What follows belongs to an exercise in optimizing a design on an open flow for small area and a short achievable clock period; a production flow would make more cautious choices.
RTL that was checked went through simulation tests only; none was proved equivalent to the original.
Power and IR drop assume default switching activity.

==> module pu_multiplier, before the edit <==
module pu_multiplier
#(
    parameter int DATA_WIDTH = 32
) (
    input  wire logic                  clk,
    input  wire logic                  rst,
    input  wire logic                  signal_wr,
    input  wire logic                  signal_sel,
    input  wire logic [DATA_WIDTH-1:0] bus_data,      
    input  wire logic [DATA_WIDTH-1:0] bus_q_data,    
    input  wire logic [attr_width-1:0] bus_q_attr,
    input  wire logic                  signal_oe,
    output logic      [DATA_WIDTH-1:0] data_out,
    output logic [attr_width-1:0]      attr_out
);
    localparam int HALF = DATA_WIDTH / 2;
    localparam int NPP  = HALF / 2;
    logic            sel_q;        
    logic            capture;      
    logic            arg1_pend;    
    logic [HALF-1:0] arg0;
    logic [NPP-1:0]  b_one, b_two, b_neg;
    logic            arg1_bad;
    logic            arg0_bad;
    logic            has_result;
    logic [DATA_WIDTH-1:0] res_s, res_c;
    logic            result_inv;
    logic [DATA_WIDTH-1:0] pp_s, pp_c;
    function automatic logic fits_half(input logic [DATA_WIDTH-1:0] value);
        logic [HALF:0] top;
        top = value[DATA_WIDTH-1:HALF-1];
        fits_half = (&top) || !(|top);
    endfunction
    always_ff @(posedge clk) begin
        if (rst) begin
            sel_q     <= 1'b0;
            capture   <= 1'b0;
            arg1_pend <= 1'b0;
        end else begin
            if (signal_wr) sel_q <= signal_sel;
            capture   <= signal_wr && !signal_sel && sel_q;  
            arg1_pend <= signal_wr && signal_sel;
        end
    end
    always_ff @(posedge clk) begin
        if (signal_wr) begin
            arg0 <= bus_data[HALF-1:0];
        end
    end
    always_ff @(posedge clk) begin
        if (arg1_pend) begin
            for (int i = 0; i < NPP; i++) begin
                logic b2, b1, b0;
                b2 = bus_q_data[2*i+1];
                b1 = bus_q_data[2*i];
                b0 = (i == 0) ? 1'b0 : bus_q_data[2*i-1];
                b_one[i] <= b1 ^ b0;
                b_two[i] <= (b2 & !b1 & !b0) | (!b2 & b1 & b0);
                b_neg[i] <= b2;
            end
            arg1_bad <= bus_q_attr[attr_invalid_bit] || !fits_half(bus_q_data);
        end
    end
    assign arg0_bad = bus_q_attr[attr_invalid_bit] || !fits_half(bus_q_data);
    always_comb begin
        logic [DATA_WIDTH-1:0] row [NPP+1];
        logic [HALF-1:0]       a;
        logic [HALF:0]         m, x;
        logic [DATA_WIDTH-1:0] s1, c1, s2, c2, s3, c3, s4, c4, s5, c5, s6, c6;
        a = arg0;
        row[NPP] = 32'haaab_0000;
        for (int i = 0; i < NPP; i++) begin
            m = ({(HALF+1){b_one[i]}} & {a[HALF-1], a}) | ({(HALF+1){b_two[i]}} & {a, 1'b0});
            x = m ^ {(HALF+1){b_neg[i]}};
            row[i] = DATA_WIDTH'({!x[HALF], x[HALF-1:0]}) << (2*i);
            row[NPP][2*i] = b_neg[i];
        end
        s1 = row[0] ^ row[1] ^ row[2];
        c1 = ((row[0] & row[1]) | (row[0] & row[2]) | (row[1] & row[2])) << 1;
        s2 = row[3] ^ row[4] ^ row[5];
        c2 = ((row[3] & row[4]) | (row[3] & row[5]) | (row[4] & row[5])) << 1;
        s3 = row[6] ^ row[7] ^ row[8];
        c3 = ((row[6] & row[7]) | (row[6] & row[8]) | (row[7] & row[8])) << 1;
        s4 = s1 ^ c1 ^ s2;
        c4 = ((s1 & c1) | (s1 & s2) | (c1 & s2)) << 1;
        s5 = c2 ^ s3 ^ c3;
        c5 = ((c2 & s3) | (c2 & c3) | (s3 & c3)) << 1;
        s6 = s4 ^ c4 ^ s5;
        c6 = ((s4 & c4) | (s4 & s5) | (c4 & s5)) << 1;
        pp_s = s6 ^ c6 ^ c5;
        pp_c = ((s6 & c6) | (s6 & c5) | (c6 & c5)) << 1;
    end
    always_ff @(posedge clk) begin
        if (rst) begin
            has_result <= 1'b0;
        end else if (capture) begin
            has_result <= 1'b1;
        end
    end
    always_ff @(posedge clk) begin
        if (capture) begin
            res_s      <= pp_s;
            res_c      <= pp_c;
            result_inv <= arg0_bad || arg1_bad;
        end
    end
    logic rd;
    assign rd       = signal_oe && has_result;
    assign data_out = rd ? res_s + res_c : '0;
    assign attr_out = rd ? {{(attr_width-1){1'b0}}, result_inv} : '0;
endmodule
==> module pu_net, before the edit <==
module pu_net
#(
    parameter int DATA_WIDTH = 32,
    parameter int PROG_DEPTH = 16
) (
    input  wire logic                          clk,
    input  wire logic                          rst,
    input  wire logic                          prog_we,
    input  wire logic [$clog2(PROG_DEPTH)-1:0] prog_addr,
    input  wire logic [instr_width-1:0]        prog_data,
    input  wire logic                          start,
    input  wire logic [DATA_WIDTH-1:0]         in_data,
    input  wire logic [attr_width-1:0]         in_attr,
    output logic                               in_take,
    output logic                               out_valid,
    output logic      [DATA_WIDTH-1:0]         out_data,
    output logic [attr_width-1:0]              out_attr,
    output logic                               busy,
    output logic                               done
);
    logic                  s_ext, s_mult, s_accum, s_fram;
    logic                  d_mult, d_accum, d_fram, d_out;
    logic                  sel;
    logic [1:0]            addr;
    logic [DATA_WIDTH-1:0] mult_data, accum_data, fram_data, bus_data;
    logic [attr_width-1:0] mult_attr, accum_attr, fram_attr, bus_attr;
    logic [DATA_WIDTH-1:0] bus_q_data;
    logic [attr_width-1:0] bus_q_attr;
    pu_sequencer #(
        .PROG_DEPTH(PROG_DEPTH)
    ) i_pu_sequencer (
        .clk, .rst, .prog_we, .prog_addr, .prog_data, .start,
        .s_ext, .s_mult, .s_accum, .s_fram, .d_mult, .d_accum, .d_fram, .d_out,
        .sel, .addr, .busy, .done
    );
    assign in_take = s_ext;
    assign bus_data = (s_ext ? in_data : '0) | mult_data | accum_data | fram_data;
    assign bus_attr = (s_ext ? in_attr : '0) | mult_attr | accum_attr | fram_attr;
    always_ff @(posedge clk) begin
        bus_q_data <= bus_data;
        bus_q_attr <= bus_attr;
    end
    assign out_data = bus_q_data;
    assign out_attr = bus_q_attr;
    always_ff @(posedge clk) begin
        if (rst) begin
            out_valid <= 1'b0;
        end else begin
            out_valid <= d_out;
        end
    end
    pu_multiplier #(.DATA_WIDTH(DATA_WIDTH)) i_pu_multiplier (
        .clk, .rst, .signal_wr(d_mult), .signal_sel(sel),
        .bus_data, .bus_q_data, .bus_q_attr, .signal_oe(s_mult),
        .data_out(mult_data), .attr_out(mult_attr)
    );
    pu_accum #(.DATA_WIDTH(DATA_WIDTH)) i_pu_accum (
        .clk, .rst, .signal_wr(d_accum), .signal_sel(sel),
        .bus_q_data, .bus_q_attr, .signal_oe(s_accum),
        .data_out(accum_data), .attr_out(accum_attr)
    );
    pu_fram #(.DATA_WIDTH(DATA_WIDTH)) i_pu_fram (
        .clk, .rst, .signal_wr(d_fram), .signal_addr(addr),
        .data_in(bus_data), .attr_in(bus_attr), .signal_oe(s_fram),
        .data_out(fram_data), .attr_out(fram_attr)
    );
endmodule
export LEC_CHECK = 0
export CAP_MARGIN = 20
export CORE_MARGIN = 2
export CORE_UTILIZATION = 40
export SLEW_MARGIN = 20
create_clock -name core_clock -period 10.0 [get_ports {clk}]
standard.sh (not shown) runs the stock make flow with config.mk's settings and CLKGATE_MAP_FILE= SYNTH_SCRIPT=/design/flow/synth_recipe.tcl, a recipe that flattens the netlist after the stock synthesis.
==> flow/flow/run.sh <==
#!/bin/bash
# Standard layout run through standard.sh with extra ORFS settings; make output goes to standard_flow.log.
set -euo pipefail
bash standard.sh finish "SETUP_SLACK_MARGIN=6.8" "BUFFER_PORTS_ARGS=-buffer_cell sky130_fd_sc_hd__buf_2" "TNS_END_PERCENT=0" "CTS_CLUSTER_DIAMETER=100" "CTS_CLUSTER_SIZE=24" "PLACE_DENSITY=0.75" > standard_flow.log 2>&1
Edit:
--- a/flow/design.v
+++ b/flow/design.v
@@ -50,11 +50,10 @@
 ) (
     input  wire logic                  clk,
     input  wire logic                  rst,
     input  wire logic                  signal_wr,
     input  wire logic                  signal_sel,
-    input  wire logic [DATA_WIDTH-1:0] bus_data,      
     input  wire logic [DATA_WIDTH-1:0] bus_q_data,    
     input  wire logic [attr_width-1:0] bus_q_attr,
     input  wire logic                  signal_oe,
     output logic      [DATA_WIDTH-1:0] data_out,
     output logic [attr_width-1:0]      attr_out
@@ -62,11 +61,10 @@
     localparam int HALF = DATA_WIDTH / 2;
     localparam int NPP  = HALF / 2;
     logic            sel_q;        
     logic            capture;      
     logic            arg1_pend;    
-    logic [HALF-1:0] arg0;
     logic [NPP-1:0]  b_one, b_two, b_neg;
     logic            arg1_bad;
     logic            arg0_bad;
     logic            has_result;
     logic [DATA_WIDTH-1:0] res_s, res_c;
@@ -87,15 +85,10 @@
             capture   <= signal_wr && !signal_sel && sel_q;  
             arg1_pend <= signal_wr && signal_sel;
         end
     end
     always_ff @(posedge clk) begin
-        if (signal_wr) begin
-            arg0 <= bus_data[HALF-1:0];
-        end
-    end
-    always_ff @(posedge clk) begin
         if (arg1_pend) begin
             for (int i = 0; i < NPP; i++) begin
                 logic b2, b1, b0;
                 b2 = bus_q_data[2*i+1];
                 b1 = bus_q_data[2*i];
@@ -111,11 +104,11 @@
     always_comb begin
         logic [DATA_WIDTH-1:0] row [NPP+1];
         logic [HALF-1:0]       a;
         logic [HALF:0]         m, x;
         logic [DATA_WIDTH-1:0] s1, c1, s2, c2, s3, c3, s4, c4, s5, c5, s6, c6;
-        a = arg0;
+        a = bus_q_data[HALF-1:0];
         row[NPP] = 32'haaab_0000;
         for (int i = 0; i < NPP; i++) begin
             m = ({(HALF+1){b_one[i]}} & {a[HALF-1], a}) | ({(HALF+1){b_two[i]}} & {a, 1'b0});
             x = m ^ {(HALF+1){b_neg[i]}};
             row[i] = DATA_WIDTH'({!x[HALF], x[HALF-1:0]}) << (2*i);
@@ -402,11 +395,11 @@
             out_valid <= d_out;
         end
     end
     pu_multiplier #(.DATA_WIDTH(DATA_WIDTH)) i_pu_multiplier (
         .clk, .rst, .signal_wr(d_mult), .signal_sel(sel),
-        .bus_data, .bus_q_data, .bus_q_attr, .signal_oe(s_mult),
+        .bus_q_data, .bus_q_attr, .signal_oe(s_mult),
         .data_out(mult_data), .attr_out(mult_attr)
     );
     pu_accum #(.DATA_WIDTH(DATA_WIDTH)) i_pu_accum (
         .clk, .rst, .signal_wr(d_accum), .signal_sel(sel),
         .bus_q_data, .bus_q_attr, .signal_oe(s_accum),
- wire length shrinks by a few percent
- die area shrinks slightly
- global-route usage shrinks by 1.8 points
- total power shrinks by a few percent
- flip-flop and latch count shrinks by 16
- critical path depth shrinks by 7
- sequential share of layout area shrinks by 0.64 points
- combinational power grows by roughly a tenth
- clock power shrinks by roughly a tenth
- via count shrinks by a few percent
- setup slack improved by 0.084 ns
- fmax grows by a few percent
- sequential power shrinks by a few percent
- clock skew grows by 0.0053 ns
Function not checked in the first run of this note: the RTL went through the layout flow alone.

-- port drivers added, routing unchanged --
No port has a modelled driver above. Below, the same layouts with a new extraction and two added sets of constraints.
Step 1 sets driving cells, clkbuf_16 on the clock port and buf_2 on the other inputs (assumed; they add their load-dependent delay and slew).
Step 2 times the ports against the registers' clock, not the clock port: input delays grow and output delays shrink by t, the midpoint of the rising clock arrivals with the driver on.
Three values: no drivers, after step 1, after step 2; two values: the first two.
| run | shift t [ns] | setup WS [ns] | worst hold slack (ns) |
|---|---|---|---|
| the first run | 0.645 | 6.559 / 6.559 / 6.013 | 0.458 / 0.458 / 0.458 |
| the second run | 0.635 | 6.643 / 6.585 / 6.201 | 0.456 / 0.456 / 0.456 |
After both steps every run listed still meets setup and hold. The setup slack of the first run, which loses most, moves by 0.000 ns with the drivers and by -0.546 ns with both steps.
